Source: an optimization exercise on an open RTL-to-GDS flow (aim: small area). Production flows keep margins and buffers that such runs may drop. Where RTL was checked, it was by simulation tests only, not by an equivalence proof against the original. Power figures rest on the tool's default switching activity, not on a simulated workload.

==> flow/design.v <==
module port_ingress_buffer #(
  parameter  int DATA_WIDTH = 128,
  parameter  int PORT_NUB   = 16,
  parameter  int PORT_ID    = 3,
  parameter  int FIFO_DEPTH = 8,
  localparam int PW         = $clog2(PORT_NUB),
  localparam int CW         = $clog2(FIFO_DEPTH) + 1,
  localparam int WIDTH_PORT = 2*PW + DATA_WIDTH
) (
  input  logic                         clk,
  input  logic                         rst_n,
  input  logic                         in_valid,
  output logic                         in_ready,
  input  logic [PW-1:0]                in_rx_port,
  input  logic [DATA_WIDTH-1:0]        in_data,
  input  logic                         slot_start,
  input  logic                         grant,
  output logic [WIDTH_PORT-1:0]        port_out,
  output logic                         req_valid,
  output logic [CW-1:0]                fifo_count,
  output logic                         drop_err,
  output logic [7:0]                   stall_cnt
);
  localparam int                    PTRW  = CW - 1;
  localparam int                    EW    = PW + DATA_WIDTH;
  localparam logic [PW-1:0]         MY_ID = PW'(PORT_ID);
  logic [EW-1:0]         r_mem [FIFO_DEPTH];
  logic [PTRW-1:0]       r_wr_ptr;
  logic [PTRW-1:0]       r_rd_ptr;
  logic [FIFO_DEPTH-1:0] r_sel;        
  logic [CW-1:0]         r_count;
  logic                  r_drop_err;
  logic                  r_req_valid;
  logic [7:0]            r_stall;
  logic                  w_in_ready;
  logic                  w_push;
  logic                  w_loopback;
  logic                  w_store;
  logic                  w_pop;
  logic                  w_offer;
  logic [PTRW-1:0]       w_rd_nxt;
  logic [EW-1:0]         w_head;
  assign w_in_ready = !r_count[CW-1] && rst_n;
  assign w_push     = in_valid && w_in_ready;
  assign w_loopback = (in_rx_port == MY_ID);
  assign w_store    = w_push && !w_loopback;
  assign w_pop      = r_req_valid && grant;
  assign w_offer    = slot_start && (r_req_valid ? (grant && (r_count > CW'(1)))
                                                 : (r_count != '0));
  localparam int NWQ = 8;
  localparam int WQW = (EW + NWQ - 1) / NWQ;
  logic [EW-1:0] w_wdata;
  logic [1:0]    w_we_hi;
  logic [3:0]    w_we_lo;
  assign w_wdata = {in_rx_port, in_data};
  assign w_we_hi = {w_store && r_wr_ptr[2], w_store && !r_wr_ptr[2]};
  for (genvar j = 0; j < 4; j++) begin : g_lo
    assign w_we_lo[j] = (r_wr_ptr[1:0] == 2'(j));
  end
  for (genvar i = 0; i < FIFO_DEPTH; i++) begin : g_wr
    for (genvar q = 0; q < NWQ; q++) begin : g_q
      localparam int LO = q * WQW;
      localparam int HI = ((q + 1) * WQW < EW) ? (q + 1) * WQW - 1 : EW - 1;
      logic w_we;
      pib_and2 u_en (.a(w_we_hi[i / 4]), .b(w_we_lo[i % 4]), .y(w_we));
      always_ff @(posedge clk) begin
        if (w_we) r_mem[i][HI:LO] <= w_wdata[HI:LO];
      end
    end
  end
  always_ff @(posedge clk) begin
    if (!rst_n) begin
      r_wr_ptr    <= '0;
      r_rd_ptr    <= '0;
      r_sel       <= '0;
      r_count     <= '0;
      r_drop_err  <= 1'b0;
      r_req_valid <= 1'b0;
      r_stall     <= 8'd0;
    end else begin
      if (w_store) r_wr_ptr <= r_wr_ptr + 1'b1;
      r_rd_ptr   <= w_rd_nxt;
      r_count    <= r_count + CW'(w_store) - CW'(w_pop);
      r_drop_err <= w_push && w_loopback;
      if (!r_req_valid || grant) begin
        r_req_valid <= w_offer;
        for (int i = 0; i < FIFO_DEPTH; i++)
          r_sel[i] <= w_offer && (w_rd_nxt == PTRW'(i));
      end
      if (w_pop)
        r_stall <= 8'd0;
      else if (r_req_valid && slot_start && (r_stall != 8'hFF))
        r_stall <= r_stall + 8'd1;
    end
  end
  assign w_rd_nxt = r_rd_ptr + PTRW'(w_pop);
  logic [EW-1:0] w_g0_n, w_g1_n;
  for (genvar b = 0; b < EW; b++) begin : g_rd
    pib_aoi222 u_g0 (.a0(r_mem[0][b]), .s0(r_sel[0]), .a1(r_mem[1][b]), .s1(r_sel[1]),
                     .a2(r_mem[2][b]), .s2(r_sel[2]), .y(w_g0_n[b]));
    pib_aoi222 u_g1 (.a0(r_mem[3][b]), .s0(r_sel[3]), .a1(r_mem[4][b]), .s1(r_sel[4]),
                     .a2(r_mem[5][b]), .s2(r_sel[5]), .y(w_g1_n[b]));
    pib_rd_tail u_t (.g0_n(w_g0_n[b]), .g1_n(w_g1_n[b]), .a0(r_mem[6][b]), .s0(r_sel[6]),
                     .a1(r_mem[7][b]), .s1(r_sel[7]), .y(w_head[b]));
  end
  assign in_ready   = w_in_ready;
  assign port_out   = {w_head[EW-1:DATA_WIDTH] | (MY_ID & {PW{!r_req_valid}}),
                       MY_ID, w_head[DATA_WIDTH-1:0]};
  assign req_valid  = r_req_valid;
  assign fifo_count = r_count;
  assign drop_err   = r_drop_err;
  assign stall_cnt  = r_stall;
endmodule
module pib_aoi222 (
  input  logic a0, s0, a1, s1, a2, s2,
  output logic y
);
  assign y = ~((a0 & s0) | (a1 & s1) | (a2 & s2));
endmodule
module pib_rd_tail (
  input  logic g0_n, g1_n, a0, s0, a1, s1,
  output logic y
);
  assign y = ~(g0_n & g1_n & ~((a0 & s0) | (a1 & s1)));
endmodule
module pib_and2 (
  input  logic a, b,
  output logic y
);
  assign y = a & b;
endmodule
==> flow/config.mk <==
export PLATFORM = sky130hd
export DESIGN_NAME = port_ingress_buffer
export DESIGN_NICKNAME = port_ingress_buffer
export VERILOG_FILES = /design/flow/design.v
export SDC_FILE = /design/flow/constraint.sdc
export NUM_CORES = 4
export LEC_CHECK = 0
export CAP_MARGIN = 20
export CORE_MARGIN = 2
export CORE_UTILIZATION = 65
export CTS_BUF_LIST = sky130_fd_sc_hd__clkbuf_8
export CTS_CLUSTER_DIAMETER = 65
export CTS_CLUSTER_SIZE = 19
export SLEW_MARGIN = 20
export SYNTH_HIERARCHICAL = 1
export SYNTH_MINIMUM_KEEP_SIZE = 0
==> flow/constraint.sdc <==
create_clock -name core_clock -period 4.0 [get_ports {clk}]
set_input_delay 0.8000 -clock core_clock [delete_from_list [all_inputs] [get_ports {clk}]]
set_output_delay 0.8000 -clock core_clock [all_outputs]
set_load 0.01 [all_outputs]
standard.sh (not shown) runs the stock make flow with config.mk's settings and CLKGATE_MAP_FILE= SYNTH_SCRIPT=/design/flow/synth_recipe.tcl, a recipe that flattens the netlist after the stock synthesis.
==> flow/flow/run.sh <==
#!/bin/bash
# Standard ORFS layout (the standard.sh, standard synthesis unchanged), with
# every input and output port buffered by a minimum-size buffer cell instead
# of the cell buffer_ports picks by default, and no dummy clock loads in CTS.
set -euo pipefail
export BUFFER_PORTS_ARGS="-buffer_cell sky130_fd_sc_hd__buf_1"
export CTS_ARGS="-sink_clustering_enable -repair_clock_nets -dont_use_dummy_load -buf_list sky130_fd_sc_hd__clkbuf_8 -sink_clustering_size 19 -sink_clustering_max_diameter 65"
bash standard.sh > standard.log 2>&1
Change:
--- a/flow/design.v
+++ b/flow/design.v
@@ -45,11 +45,11 @@
   assign w_loopback = (in_rx_port == MY_ID);
   assign w_store    = w_push && !w_loopback;
   assign w_pop      = r_req_valid && grant;
   assign w_offer    = slot_start && (r_req_valid ? (grant && (r_count > CW'(1)))
                                                  : (r_count != '0));
-  localparam int NWQ = 8;
+  localparam int NWQ = 4;
   localparam int WQW = (EW + NWQ - 1) / NWQ;
   logic [EW-1:0] w_wdata;
   logic [1:0]    w_we_hi;
   logic [3:0]    w_we_lo;
   assign w_wdata = {in_rx_port, in_data};
Non-clock buffer count went down by 6.
Worst hold slack got worse by 0.0062 ns.
First-iteration DRC count climbs by 3.0%.
Synthesized cell count goes down by 1.7%.
Power goes down by 0.44%.
Cell count falls by 1.1%.
Setup slack improves by 0.10 ns.
No functional check of the RTL was part of the first run of this note.

========
== v6 ==
port_ingress_buffer with an RTL version that a note above also has.
Size in the first run: about 290 I/O pins, roughly 39000 µm² of cells after synthesis.
==> flow/design.v (excerpt) <==
module port_ingress_buffer #(
  parameter  int DATA_WIDTH = 128,
  parameter  int PORT_NUB   = 16,
  parameter  int PORT_ID    = 3,
  parameter  int FIFO_DEPTH = 8,
  localparam int PW         = $clog2(PORT_NUB),
  localparam int CW         = $clog2(FIFO_DEPTH) + 1,
  localparam int WIDTH_PORT = 2*PW + DATA_WIDTH
) (
  input  logic                         clk,
  input  logic                         rst_n,
  input  logic                         in_valid,
  output logic                         in_ready,
  input  logic [PW-1:0]                in_rx_port,
  input  logic [DATA_WIDTH-1:0]        in_data,
  input  logic                         slot_start,
  input  logic                         grant,
  output logic [WIDTH_PORT-1:0]        port_out,
  output logic                         req_valid,
  output logic [CW-1:0]                fifo_count,
  output logic                         drop_err,
  output logic [7:0]                   stall_cnt
);
==> module port_ingress_buffer, before the edit <==
module port_ingress_buffer #(
  parameter  int DATA_WIDTH = 128,
  parameter  int PORT_NUB   = 16,
  parameter  int PORT_ID    = 3,
  parameter  int FIFO_DEPTH = 8,
  localparam int PW         = $clog2(PORT_NUB),
  localparam int CW         = $clog2(FIFO_DEPTH) + 1,
  localparam int WIDTH_PORT = 2*PW + DATA_WIDTH
) (
  input  logic                         clk,
  input  logic                         rst_n,
  input  logic                         in_valid,
  output logic                         in_ready,
  input  logic [PW-1:0]                in_rx_port,
  input  logic [DATA_WIDTH-1:0]        in_data,
  input  logic                         slot_start,
  input  logic                         grant,
  output logic [WIDTH_PORT-1:0]        port_out,
  output logic                         req_valid,
  output logic [CW-1:0]                fifo_count,
  output logic                         drop_err,
  output logic [7:0]                   stall_cnt
);
  localparam int                    PTRW  = CW - 1;
  localparam int                    EW    = PW + DATA_WIDTH;
  localparam logic [PW-1:0]         MY_ID = PW'(PORT_ID);
  logic [EW-1:0]         r_mem [FIFO_DEPTH];
  logic [PTRW-1:0]       r_wr_ptr;
  logic [PTRW-1:0]       r_rd_ptr;
  logic [FIFO_DEPTH-1:0] r_sel;        
  logic [CW-1:0]         r_count;
  logic                  r_drop_err;
  logic                  r_req_valid;
  logic [7:0]            r_stall;
  logic                  w_in_ready;
  logic                  w_push;
  logic                  w_loopback;
  logic                  w_store;
  logic                  w_pop;
  logic                  w_offer;
  logic [PTRW-1:0]       w_rd_nxt;
  logic [EW-1:0]         w_head;
  assign w_in_ready = !r_count[CW-1] && rst_n;
  assign w_push     = in_valid && w_in_ready;
  assign w_loopback = (in_rx_port == MY_ID);
  assign w_store    = w_push && !w_loopback;
  assign w_pop      = r_req_valid && grant;
  assign w_offer    = slot_start && (r_req_valid ? (grant && (r_count > CW'(1)))
                                                 : (r_count != '0));
  localparam int NWQ = 4;
  localparam int WQW = (EW + NWQ - 1) / NWQ;
  logic [EW-1:0] w_wdata;
  logic [1:0]    w_we_hi;
  logic [3:0]    w_we_lo;
  assign w_wdata = {in_rx_port, in_data};
  assign w_we_hi = {w_store && r_wr_ptr[2], w_store && !r_wr_ptr[2]};
  for (genvar j = 0; j < 4; j++) begin : g_lo
    assign w_we_lo[j] = (r_wr_ptr[1:0] == 2'(j));
  end
  for (genvar i = 0; i < FIFO_DEPTH; i++) begin : g_wr
    for (genvar q = 0; q < NWQ; q++) begin : g_q
      localparam int LO = q * WQW;
      localparam int HI = ((q + 1) * WQW < EW) ? (q + 1) * WQW - 1 : EW - 1;
      logic w_we;
      pib_and2 u_en (.a(w_we_hi[i / 4]), .b(w_we_lo[i % 4]), .y(w_we));
      always_ff @(posedge clk) begin
        if (w_we) r_mem[i][HI:LO] <= w_wdata[HI:LO];
      end
    end
  end
  always_ff @(posedge clk) begin
    if (!rst_n) begin
      r_wr_ptr    <= '0;
      r_rd_ptr    <= '0;
      r_sel       <= '0;
      r_count     <= '0;
      r_drop_err  <= 1'b0;
      r_req_valid <= 1'b0;
      r_stall     <= 8'd0;
    end else begin
      if (w_store) r_wr_ptr <= r_wr_ptr + 1'b1;
      r_rd_ptr   <= w_rd_nxt;
      r_count    <= r_count + CW'(w_store) - CW'(w_pop);
      r_drop_err <= w_push && w_loopback;
      if (!r_req_valid || grant) begin
        r_req_valid <= w_offer;
        for (int i = 0; i < FIFO_DEPTH; i++)
          r_sel[i] <= w_offer && (w_rd_nxt == PTRW'(i));
      end
      if (w_pop)
        r_stall <= 8'd0;
      else if (r_req_valid && slot_start && (r_stall != 8'hFF))
        r_stall <= r_stall + 8'd1;
    end
  end
  assign w_rd_nxt = r_rd_ptr + PTRW'(w_pop);
  logic [EW-1:0] w_g0_n, w_g1_n;
  for (genvar b = 0; b < EW; b++) begin : g_rd
    pib_aoi222 u_g0 (.a0(r_mem[0][b]), .s0(r_sel[0]), .a1(r_mem[1][b]), .s1(r_sel[1]),
                     .a2(r_mem[2][b]), .s2(r_sel[2]), .y(w_g0_n[b]));
    pib_aoi222 u_g1 (.a0(r_mem[3][b]), .s0(r_sel[3]), .a1(r_mem[4][b]), .s1(r_sel[4]),
                     .a2(r_mem[5][b]), .s2(r_sel[5]), .y(w_g1_n[b]));
    pib_rd_tail u_t (.g0_n(w_g0_n[b]), .g1_n(w_g1_n[b]), .a0(r_mem[6][b]), .s0(r_sel[6]),
                     .a1(r_mem[7][b]), .s1(r_sel[7]), .y(w_head[b]));
  end
  assign in_ready   = w_in_ready;
  assign port_out   = {w_head[EW-1:DATA_WIDTH] | (MY_ID & {PW{!r_req_valid}}),
                       MY_ID, w_head[DATA_WIDTH-1:0]};
  assign req_valid  = r_req_valid;
  assign fifo_count = r_count;
  assign drop_err   = r_drop_err;
  assign stall_cnt  = r_stall;
endmodule
==> module pib_and2, before the edit <==
module pib_and2 (
  input  logic a, b,
  output logic y
);
  assign y = a & b;
endmodule
==> flow/config.mk <==
export PLATFORM = sky130hd
export DESIGN_NAME = port_ingress_buffer
export DESIGN_NICKNAME = port_ingress_buffer
export VERILOG_FILES = /design/flow/design.v
export SDC_FILE = /design/flow/constraint.sdc
export NUM_CORES = 4
export LEC_CHECK = 0
export CAP_MARGIN = 20
export CORE_MARGIN = 2
export CORE_UTILIZATION = 65
export CTS_BUF_LIST = sky130_fd_sc_hd__clkbuf_8
export CTS_CLUSTER_DIAMETER = 60
export CTS_CLUSTER_SIZE = 18
export SLEW_MARGIN = 20
export SYNTH_HIERARCHICAL = 1
export SYNTH_MINIMUM_KEEP_SIZE = 0
==> flow/constraint.sdc <==
create_clock -name core_clock -period 4.0 [get_ports {clk}]
set_input_delay 0.8000 -clock core_clock [delete_from_list [all_inputs] [get_ports {clk}]]
set_output_delay 0.8000 -clock core_clock [all_outputs]
set_load 0.01 [all_outputs]
==> flow/flow/run.sh <==
#!/bin/bash
# Standard ORFS layout (the standard.sh, standard synthesis unchanged), with
# every input and output port buffered by a minimum-size buffer cell instead
# of the cell buffer_ports picks by default.
set -euo pipefail
export BUFFER_PORTS_ARGS="-buffer_cell sky130_fd_sc_hd__buf_1"
bash standard.sh > standard.log 2>&1
v6 completed; timing, DRC and antenna clean
The inputs of v7 differ from those of v6 as listed below.
--- a/flow/design.v
+++ b/flow/design.v
@@ -24,11 +24,11 @@
   localparam int                    PTRW  = CW - 1;
   localparam int                    EW    = PW + DATA_WIDTH;
   localparam logic [PW-1:0]         MY_ID = PW'(PORT_ID);
   logic [EW-1:0]         r_mem [FIFO_DEPTH];
   logic [PTRW-1:0]       r_wr_ptr;
-  logic [PTRW-1:0]       r_rd_ptr;
+  logic [FIFO_DEPTH-1:0] r_rd_oh;      
   logic [FIFO_DEPTH-1:0] r_sel;        
   logic [CW-1:0]         r_count;
   logic                  r_drop_err;
   logic                  r_req_valid;
   logic [7:0]            r_stall;
@@ -36,11 +36,11 @@
   logic                  w_push;
   logic                  w_loopback;
   logic                  w_store;
   logic                  w_pop;
   logic                  w_offer;
-  logic [PTRW-1:0]       w_rd_nxt;
+  logic [FIFO_DEPTH-1:0] w_rd_oh_nxt;
   logic [EW-1:0]         w_head;
   assign w_in_ready = !r_count[CW-1] && rst_n;
   assign w_push     = in_valid && w_in_ready;
   assign w_loopback = (in_rx_port == MY_ID);
   assign w_store    = w_push && !w_loopback;
@@ -48,54 +48,47 @@
   assign w_offer    = slot_start && (r_req_valid ? (grant && (r_count > CW'(1)))
                                                  : (r_count != '0));
   localparam int NWQ = 4;
   localparam int WQW = (EW + NWQ - 1) / NWQ;
   logic [EW-1:0] w_wdata;
-  logic [1:0]    w_we_hi;
-  logic [3:0]    w_we_lo;
   assign w_wdata = {in_rx_port, in_data};
-  assign w_we_hi = {w_store && r_wr_ptr[2], w_store && !r_wr_ptr[2]};
-  for (genvar j = 0; j < 4; j++) begin : g_lo
-    assign w_we_lo[j] = (r_wr_ptr[1:0] == 2'(j));
-  end
   for (genvar i = 0; i < FIFO_DEPTH; i++) begin : g_wr
     for (genvar q = 0; q < NWQ; q++) begin : g_q
       localparam int LO = q * WQW;
       localparam int HI = ((q + 1) * WQW < EW) ? (q + 1) * WQW - 1 : EW - 1;
       logic w_we;
-      pib_and2 u_en (.a(w_we_hi[i / 4]), .b(w_we_lo[i % 4]), .y(w_we));
+      pib_wdec #(.PTRW(PTRW), .IDX(i)) u_dec (.store(w_store), .ptr(r_wr_ptr), .en(w_we));
       always_ff @(posedge clk) begin
         if (w_we) r_mem[i][HI:LO] <= w_wdata[HI:LO];
       end
     end
   end
   always_ff @(posedge clk) begin
     if (!rst_n) begin
       r_wr_ptr    <= '0;
-      r_rd_ptr    <= '0;
+      r_rd_oh     <= FIFO_DEPTH'(1);
       r_sel       <= '0;
       r_count     <= '0;
       r_drop_err  <= 1'b0;
       r_req_valid <= 1'b0;
       r_stall     <= 8'd0;
     end else begin
       if (w_store) r_wr_ptr <= r_wr_ptr + 1'b1;
-      r_rd_ptr   <= w_rd_nxt;
+      r_rd_oh    <= w_rd_oh_nxt;
       r_count    <= r_count + CW'(w_store) - CW'(w_pop);
       r_drop_err <= w_push && w_loopback;
       if (!r_req_valid || grant) begin
         r_req_valid <= w_offer;
-        for (int i = 0; i < FIFO_DEPTH; i++)
-          r_sel[i] <= w_offer && (w_rd_nxt == PTRW'(i));
+        r_sel       <= w_offer ? w_rd_oh_nxt : '0;
       end
       if (w_pop)
         r_stall <= 8'd0;
       else if (r_req_valid && slot_start && (r_stall != 8'hFF))
         r_stall <= r_stall + 8'd1;
     end
   end
-  assign w_rd_nxt = r_rd_ptr + PTRW'(w_pop);
+  assign w_rd_oh_nxt = w_pop ? {r_rd_oh[FIFO_DEPTH-2:0], r_rd_oh[FIFO_DEPTH-1]} : r_rd_oh;
   logic [EW-1:0] w_g0_n, w_g1_n;
   for (genvar b = 0; b < EW; b++) begin : g_rd
     pib_aoi222 u_g0 (.a0(r_mem[0][b]), .s0(r_sel[0]), .a1(r_mem[1][b]), .s1(r_sel[1]),
                      .a2(r_mem[2][b]), .s2(r_sel[2]), .y(w_g0_n[b]));
     pib_aoi222 u_g1 (.a0(r_mem[3][b]), .s0(r_sel[3]), .a1(r_mem[4][b]), .s1(r_sel[4]),
@@ -121,11 +114,15 @@
   input  logic g0_n, g1_n, a0, s0, a1, s1,
   output logic y
 );
   assign y = ~(g0_n & g1_n & ~((a0 & s0) | (a1 & s1)));
 endmodule
-module pib_and2 (
-  input  logic a, b,
-  output logic y
+module pib_wdec #(
+  parameter int PTRW = 3,
+  parameter int IDX  = 0
+) (
+  input  logic            store,
+  input  logic [PTRW-1:0] ptr,
+  output logic            en
 );
-  assign y = a & b;
+  assign en = store && (ptr == PTRW'(IDX));
 endmodule
--- outcome ---
In summary, v6 completed successfully, with a layout that passed the timing, DRC and antenna checks.
v7 completed end to end with timing, DRC and antenna clean.
Diff v6 -> v7: portion of the layout cell area used by non-clock buffers held, die area went up 0.66%, synthesized cell count went up about 0.6%, proportion of layout cells with a drive suffix above 1 held.
Between v6 and v7, the net count reported at finish does not differ in any meaningful way.
Count of vias placed by the detailed router delta for v7 relative to v6: about 0.7% higher
Only the layout flow was run in v7; the RTL was not checked for function there.

==> re-timing with driven ports <==
The flow's constraints put no driver on any port. The routed layouts listed below were extracted and timed again, unchanged, in two steps. Step 1: set_driving_cell puts a clkbuf_16 on clk and a buf_2 on each other input, an assumption about the parent block. Step 2, shift: input delay + t, output delay - t, t = (earliest + latest rising clock arrival at the registers) / 2. This alone moves slack from input paths to output paths. Three values: ideal, step 1, step 2; two values: the first two.
| run | t, ns | setup WS [ns] | worst register clock-pin slew, ns | worst data-port slew with drivers (ns) | cell pins on the clock port's net |
|---|---|---|---|---|---|
| the first run of note 1 | 0.722 | 0.482 / 0.419 / 0.692 | 0.11 / 0.11 | 0.11 | 1 |
| the second run of note 1 | 0.718 | 0.582 / 0.519 / 0.872 | 0.12 / 0.12 | 0.11 | 1 |
| v6 | 0.728 | 0.580 / 0.519 / 0.874 | 0.12 / 0.12 | 0.11 | 1 |
| v7 | 0.714 | 0.566 / 0.510 / 0.783 | 0.11 / 0.11 | 0.10 | 1 |
After both steps setup and hold are still met in every run listed.
